Source: an optimization exercise on an open RTL-to-GDS flow (aim: small area, a short achievable clock period and few clock cycles per item). Production flows keep margins and buffers that such runs may drop.
At most, simulation tests tie the RTL to the original design; equivalence was not proved.

==> inputs of exp/sierra <==
==> flow/design.v (excerpt) <==
module marked_cell_distance #(
    parameter int MAX_COLS = 1024,
    parameter int MAX_ROWS = 1024
) (
    input  logic                        aclk,
    input  logic                        aresetn,
    input  logic                        s_tvalid,
    output logic                        s_tready,
    input  logic [7:0]                  s_tdata,    
    output logic                        m_tvalid,
    input  logic                        m_tready,
    output logic [15:0]                 m_tdata,    
    output logic [0:0]                  m_tuser,    
    input  logic                        cfg_wen,
    input  logic                        cfg_index,
    input  logic [mcd_pkg::PT_W-1:0]    cfg_data
);
==> module mcd_sqrt_cell, before the edit <==
module mcd_sqrt_cell #(
    parameter int K = 0
) (
    input  logic                     aclk,
    input  logic                     aresetn,
    input  logic                     v_i,
    input  logic                     nl_i,
    input  logic                     sat_i,
    input  logic [mcd_pkg::X_W-1:0]  x_i,
    input  logic [15:0]              un_i,
    output logic                     v_o,
    output logic                     nl_o,
    output logic                     sat_o,
    output logic [mcd_pkg::X_W-1:0]  x_o,
    output logic [15:0]              un_o
);
    logic                     v_reg, nl_reg, sat_reg;
    logic [mcd_pkg::X_W-1:0]  x_reg, x_next;
    logic [K+3:0]             un_reg;
    logic [15:0]              un_next;
    mcd_sqrt_step #(.K(K)) u_step (.x(x_i), .un(un_i), .y(x_next), .un_o(un_next));
    always_ff @(posedge aclk) begin
        if (!aresetn) v_reg <= 1'b0;
        else          v_reg <= v_i;
    end
    always_ff @(posedge aclk) begin
        nl_reg <= nl_i;
        sat_reg <= sat_i;
        x_reg  <= x_next;
        un_reg <= un_next[K+3:0];
    end
    assign v_o  = v_reg;
    assign nl_o = nl_reg;
    assign sat_o = sat_reg;
    assign x_o  = x_reg;
    assign un_o = 16'(un_reg) | ~((16'd1 << (K + 4)) - 16'd1);
endmodule
==> module marked_cell_distance, before the edit <==
module marked_cell_distance #(
    parameter int MAX_COLS = 1024,
    parameter int MAX_ROWS = 1024
) (
    input  logic                        aclk,
    input  logic                        aresetn,
    input  logic                        s_tvalid,
    output logic                        s_tready,
    input  logic [7:0]                  s_tdata,    
    output logic                        m_tvalid,
    input  logic                        m_tready,
    output logic [15:0]                 m_tdata,    
    output logic [0:0]                  m_tuser,    
    input  logic                        cfg_wen,
    input  logic                        cfg_index,
    input  logic [mcd_pkg::PT_W-1:0]    cfg_data
);
    localparam int NS = 7;     
    logic                                w_acc;
    logic [NS:0]                         v_c, nl_c, sat_c;
    logic [NS:0][mcd_pkg::X_W-1:0]       x_c;
    logic [NS:0][15:0]                   un_c;
    assign un_c[0] = ~16'd1;    
    mcd_front u_front (
        .aclk      (aclk),
        .aresetn   (aresetn),
        .s_tready  (s_tready),
        .s_tvalid  (s_tvalid),
        .s_tdata   (s_tdata),
        .cfg_wen   (cfg_wen),
        .cfg_index (cfg_index),
        .cfg_data  (cfg_data),
        .v_o       (v_c[0]),
        .nl_o      (nl_c[0]),
        .sat_o     (sat_c[0]),
        .w_acc_o   (w_acc),
        .x_o       (x_c[0])
    );
    for (genvar i = 0; i < NS; i++) begin : g_cell
        mcd_sqrt_cell #(
            .K (2 * i)
        ) u_cell (
            .aclk    (aclk),
            .aresetn (aresetn),
            .v_i     (v_c[i]),
            .nl_i    (nl_c[i]),
            .sat_i   (sat_c[i]),
            .x_i     (x_c[i]),
            .un_i    (un_c[i]),
            .v_o     (v_c[i+1]),
            .nl_o    (nl_c[i+1]),
            .sat_o   (sat_c[i+1]),
            .x_o     (x_c[i+1]),
            .un_o    (un_c[i+1])
        );
    end
    mcd_out u_out (
        .aclk     (aclk),
        .aresetn  (aresetn),
        .v_i      (v_c[NS]),
        .nl_i     (nl_c[NS]),
        .sat_i    (sat_c[NS]),
        .x_i      (x_c[NS]),
        .m_tready (m_tready),
        .w_acc    (w_acc),
        .s_tready (s_tready),
        .m_tvalid (m_tvalid),
        .m_tdata  (m_tdata),
        .m_tuser  (m_tuser)
    );
endmodule
make LEC_CHECK=0 ABC_CLOCK_PERIOD_IN_PS=2500 CAP_MARGIN=20 CORE_MARGIN=2 CORE_UTILIZATION=40 SETUP_SLACK_MARGIN=3.6 SLEW_MARGIN=20 finish   # period 6.5 ns
run.sh (not shown) runs the stock make flow with config.mk's settings and CLKGATE_MAP_FILE= SYNTH_SCRIPT=/design/flow/synth_recipe.tcl, a recipe that flattens the netlist after the stock synthesis.
==> exp/juniper (differences from exp/sierra) <==
--- a/flow/design.v
+++ b/flow/design.v
@@ -582,5 +582,6 @@
 endmodule
 module mcd_sqrt_cell #(
-    parameter int K = 0
+    parameter int K = 0,
+    parameter int N = 1
 ) (
     input  logic                     aclk,
@@ -599,7 +600,19 @@
     logic                     v_reg, nl_reg, sat_reg;
     logic [mcd_pkg::X_W-1:0]  x_reg, x_next;
-    logic [K+3:0]             un_reg;
-    logic [15:0]              un_next;
-    mcd_sqrt_step #(.K(K)) u_step (.x(x_i), .un(un_i), .y(x_next), .un_o(un_next));
+    localparam int KO = K + 2 * N;      
+    logic [KO+1:0]                 un_reg;
+    logic [N:0][mcd_pkg::X_W-1:0]  xs;
+    logic [N:0][15:0]              uns;
+    assign xs[0]  = x_i;
+    assign uns[0] = un_i;
+    for (genvar j = 0; j < N; j++) begin : g_step
+        mcd_sqrt_step #(.K(K + 2 * j)) u_step (
+            .x    (xs[j]),
+            .un   (uns[j]),
+            .y    (xs[j+1]),
+            .un_o (uns[j+1])
+        );
+    end
+    assign x_next = xs[N];
     always_ff @(posedge aclk) begin
         if (!aresetn) v_reg <= 1'b0;
@@ -610,5 +623,5 @@
         sat_reg <= sat_i;
         x_reg  <= x_next;
-        un_reg <= un_next[K+3:0];
+        un_reg <= uns[N][KO+1:0];
     end
     assign v_o  = v_reg;
@@ -616,5 +629,5 @@
     assign sat_o = sat_reg;
     assign x_o  = x_reg;
-    assign un_o = 16'(un_reg) | ~((16'd1 << (K + 4)) - 16'd1);
+    assign un_o = 16'(un_reg) | ~((16'd1 << (KO + 2)) - 16'd1);
 endmodule
 `timescale 1ns / 1ps
@@ -721,5 +734,5 @@
     input  logic [mcd_pkg::PT_W-1:0]    cfg_data
 );
-    localparam int NS = 7;     
+    localparam int NS = 6;     
     logic                                w_acc;
     logic [NS:0]                         v_c, nl_c, sat_c;
@@ -744,5 +757,6 @@
     for (genvar i = 0; i < NS; i++) begin : g_cell
         mcd_sqrt_cell #(
-            .K (2 * i)
+            .K ((i == 0) ? 0 : 2 * i + 2),
+            .N ((i == 0) ? 2 : 1)
         ) u_cell (
             .aclk    (aclk),
CTS_CLUSTER_DIAMETER = 80   (was not set)
CTS_CLUSTER_SIZE = 30   (was not set)
SETUP_SLACK_MARGIN = 3.8   (was 3.6)
==> exp/xenon (differences from exp/sierra) <==
--- a/flow/design.v
+++ b/flow/design.v
@@ -582,5 +582,6 @@
 endmodule
 module mcd_sqrt_cell #(
-    parameter int K = 0
+    parameter int K = 0,
+    parameter int N = 1
 ) (
     input  logic                     aclk,
@@ -599,7 +600,19 @@
     logic                     v_reg, nl_reg, sat_reg;
     logic [mcd_pkg::X_W-1:0]  x_reg, x_next;
-    logic [K+3:0]             un_reg;
-    logic [15:0]              un_next;
-    mcd_sqrt_step #(.K(K)) u_step (.x(x_i), .un(un_i), .y(x_next), .un_o(un_next));
+    localparam int KO = K + 2 * N;      
+    logic [KO+1:0]                 un_reg;
+    logic [N:0][mcd_pkg::X_W-1:0]  xs;
+    logic [N:0][15:0]              uns;
+    assign xs[0]  = x_i;
+    assign uns[0] = un_i;
+    for (genvar j = 0; j < N; j++) begin : g_step
+        mcd_sqrt_step #(.K(K + 2 * j)) u_step (
+            .x    (xs[j]),
+            .un   (uns[j]),
+            .y    (xs[j+1]),
+            .un_o (uns[j+1])
+        );
+    end
+    assign x_next = xs[N];
     always_ff @(posedge aclk) begin
         if (!aresetn) v_reg <= 1'b0;
@@ -610,5 +623,5 @@
         sat_reg <= sat_i;
         x_reg  <= x_next;
-        un_reg <= un_next[K+3:0];
+        un_reg <= uns[N][KO+1:0];
     end
     assign v_o  = v_reg;
@@ -616,5 +629,5 @@
     assign sat_o = sat_reg;
     assign x_o  = x_reg;
-    assign un_o = 16'(un_reg) | ~((16'd1 << (K + 4)) - 16'd1);
+    assign un_o = 16'(un_reg) | ~((16'd1 << (KO + 2)) - 16'd1);
 endmodule
 `timescale 1ns / 1ps
@@ -721,5 +734,5 @@
     input  logic [mcd_pkg::PT_W-1:0]    cfg_data
 );
-    localparam int NS = 7;     
+    localparam int NS = 6;     
     logic                                w_acc;
     logic [NS:0]                         v_c, nl_c, sat_c;
@@ -744,5 +757,6 @@
     for (genvar i = 0; i < NS; i++) begin : g_cell
         mcd_sqrt_cell #(
-            .K (2 * i)
+            .K ((i == 0) ? 0 : 2 * i + 2),
+            .N ((i == 0) ? 2 : 1)
         ) u_cell (
             .aclk    (aclk),
SETUP_SLACK_MARGIN = 3.9   (was 3.6)
==> exp/amber (differences from exp/sierra) <==
--- a/flow/design.v
+++ b/flow/design.v
@@ -582,5 +582,6 @@
 endmodule
 module mcd_sqrt_cell #(
-    parameter int K = 0
+    parameter int K = 0,
+    parameter int N = 1
 ) (
     input  logic                     aclk,
@@ -599,7 +600,19 @@
     logic                     v_reg, nl_reg, sat_reg;
     logic [mcd_pkg::X_W-1:0]  x_reg, x_next;
-    logic [K+3:0]             un_reg;
-    logic [15:0]              un_next;
-    mcd_sqrt_step #(.K(K)) u_step (.x(x_i), .un(un_i), .y(x_next), .un_o(un_next));
+    localparam int KO = K + 2 * N;      
+    logic [KO+1:0]                 un_reg;
+    logic [N:0][mcd_pkg::X_W-1:0]  xs;
+    logic [N:0][15:0]              uns;
+    assign xs[0]  = x_i;
+    assign uns[0] = un_i;
+    for (genvar j = 0; j < N; j++) begin : g_step
+        mcd_sqrt_step #(.K(K + 2 * j)) u_step (
+            .x    (xs[j]),
+            .un   (uns[j]),
+            .y    (xs[j+1]),
+            .un_o (uns[j+1])
+        );
+    end
+    assign x_next = xs[N];
     always_ff @(posedge aclk) begin
         if (!aresetn) v_reg <= 1'b0;
@@ -610,5 +623,5 @@
         sat_reg <= sat_i;
         x_reg  <= x_next;
-        un_reg <= un_next[K+3:0];
+        un_reg <= uns[N][KO+1:0];
     end
     assign v_o  = v_reg;
@@ -616,5 +629,5 @@
     assign sat_o = sat_reg;
     assign x_o  = x_reg;
-    assign un_o = 16'(un_reg) | ~((16'd1 << (K + 4)) - 16'd1);
+    assign un_o = 16'(un_reg) | ~((16'd1 << (KO + 2)) - 16'd1);
 endmodule
 `timescale 1ns / 1ps
@@ -721,5 +734,5 @@
     input  logic [mcd_pkg::PT_W-1:0]    cfg_data
 );
-    localparam int NS = 7;     
+    localparam int NS = 6;     
     logic                                w_acc;
     logic [NS:0]                         v_c, nl_c, sat_c;
@@ -744,5 +757,6 @@
     for (genvar i = 0; i < NS; i++) begin : g_cell
         mcd_sqrt_cell #(
-            .K (2 * i)
+            .K ((i == 0) ? 0 : 2 * i + 2),
+            .N ((i == 0) ? 2 : 1)
         ) u_cell (
             .aclk    (aclk),
CTS_CLUSTER_DIAMETER = 60   (was not set)
CTS_CLUSTER_SIZE = 30   (was not set)
GPL_ROUTABILITY_DRIVEN = 0   (was not set)
SETUP_SLACK_MARGIN = 3.8   (was 3.6)
==> qor.txt <==
================================================================
Footprint of the multi-input gates ................  19700 sq um
WHS ...............................................       306 ps
Status ............................................ complete, no violations
Final worst slack .................................      3820 ps
Fraction of the cycle the final worst path needs ..        41.2%
Detail Route met2 WL ..............................     36900 um
Multiplexer fraction of the synthesized cell area .        2.92%
Reg2reg end ....................................... g_cell[4].u_cell.un_reg[12]$_DFF_P_
Reg2Reg Launch Point .............................. g_cell[3].u_cell.x_reg[27]$_DFF_P_
Floorplan die width ...............................       293 um
================================================================
That was exp/xenon.
==> qor.txt <==
================================================================================
Multiplexer fraction of the synthesized cell area .................        3.30%
Number of top-level pins ..........................................           44
Largest net degree at the start of global routing .................           48
Xor and xnor area share after synthesis ...........................        6.48%
Total setup buffers inserted after CTS ............................           13
Syn Std Cell Area .................................................  33300 sq um
Footprint of the multi-input gates ................................  18500 sq um
Fraction of final layout cells with drive strength greater than 1 .        9.20%
Status ............................................................ complete, no violations
Final std cell area, no fill ......................................  38100 sq um
Fraction of the cycle the final worst path needs ..................        43.7%
Reg2reg end ....................................................... g_cell[6].u_cell.x_reg[14]$_DFF_P_
WHS ...............................................................       307 ps
================================================================================
That was exp/sierra.
==> qor.txt <==
========================================================================
Reg2Reg Launch Point ...................................... g_cell[3].u_cell.x_reg[16]$_DFF_P_
Reg2reg end ............................................... g_cell[4].u_cell.un_reg[8]$_DFF_P_
Status .................................................... complete, no violations
Fraction of the cycle the final worst path needs ..........        41.1%
Multiplexer fraction of the synthesized cell area .........        2.92%
WHS .......................................................       310 ps
Detail Route met2 WL ......................................     34600 um
Deepest clock path buffer count ...........................            3
Clock insertion delay at the later pin of the skew report .       660 ps
========================================================================
That was exp/juniper.
==> qor.txt <==
================================================================
Floorplan die width ...............................       293 um
Reg2reg end ....................................... g_cell[4].u_cell.un_reg[8]$_DFF_P_
Multiplexer fraction of the synthesized cell area .        2.92%
Footprint of the multi-input gates ................  19300 sq um
Status ............................................ complete, no violations
Ranking of synthesized cells by instance count .... dfxtp_1 (479), inv_1 (333), ha_1 (277)
Detail Route met2 WL ..............................     34900 um
Final worst slack .................................      3850 ps
Reg2Reg Launch Point .............................. g_cell[3].u_cell.x_reg[16]$_DFF_P_
================================================================
That was exp/amber.
Testbench counts of exp/juniper, summed over its fixed seeds: cycles 32,176, items 32,000.
Testbench counts of exp/xenon, summed over its fixed seeds: cycles 32,176, items 32,000.
Testbench counts of exp/amber, summed over its fixed seeds: cycles 32,176, items 32,000.
For exp/sierra, only the layout was checked, not whether the RTL still works.

-- port drivers added, routing unchanged --
Ports are ideal in the flow. The routed layouts listed here were re-timed in OpenROAD. Step 1 (the two cells are an assumption about what drives the block):
set clk [get_ports {aclk}]
set_driving_cell -lib_cell sky130_fd_sc_hd__clkbuf_16 $clk
set_driving_cell -lib_cell sky130_fd_sc_hd__buf_2 [delete_from_list [all_inputs] $clk]
Step 2 also shifts input and output timing later by t, the mid clock arrival at the registers, as if the neighbouring blocks saw the same clock. a / b / c = ideal ports / drivers / drivers and shift; a / b = the first two.
run | t, ns | setup WS [ns] | clock arrival spread, ns
exp/sierra | 0.666 | 3.659 / 3.640 / 3.065 | 0.048 / 0.047
exp/juniper | 0.704 | 3.826 / 3.778 / 3.206 | 0.051 / 0.051
exp/xenon | 0.667 | 3.821 / 3.821 / 3.372 | 0.056 / 0.055
exp/amber | 0.659 | 3.845 / 3.834 / 3.283 | 0.043 / 0.043
After both steps setup and hold are still met in every run listed. For exp/juniper, which loses most, drivers alone change the setup slack by -0.048 ns; drivers and shift together by -0.620 ns.
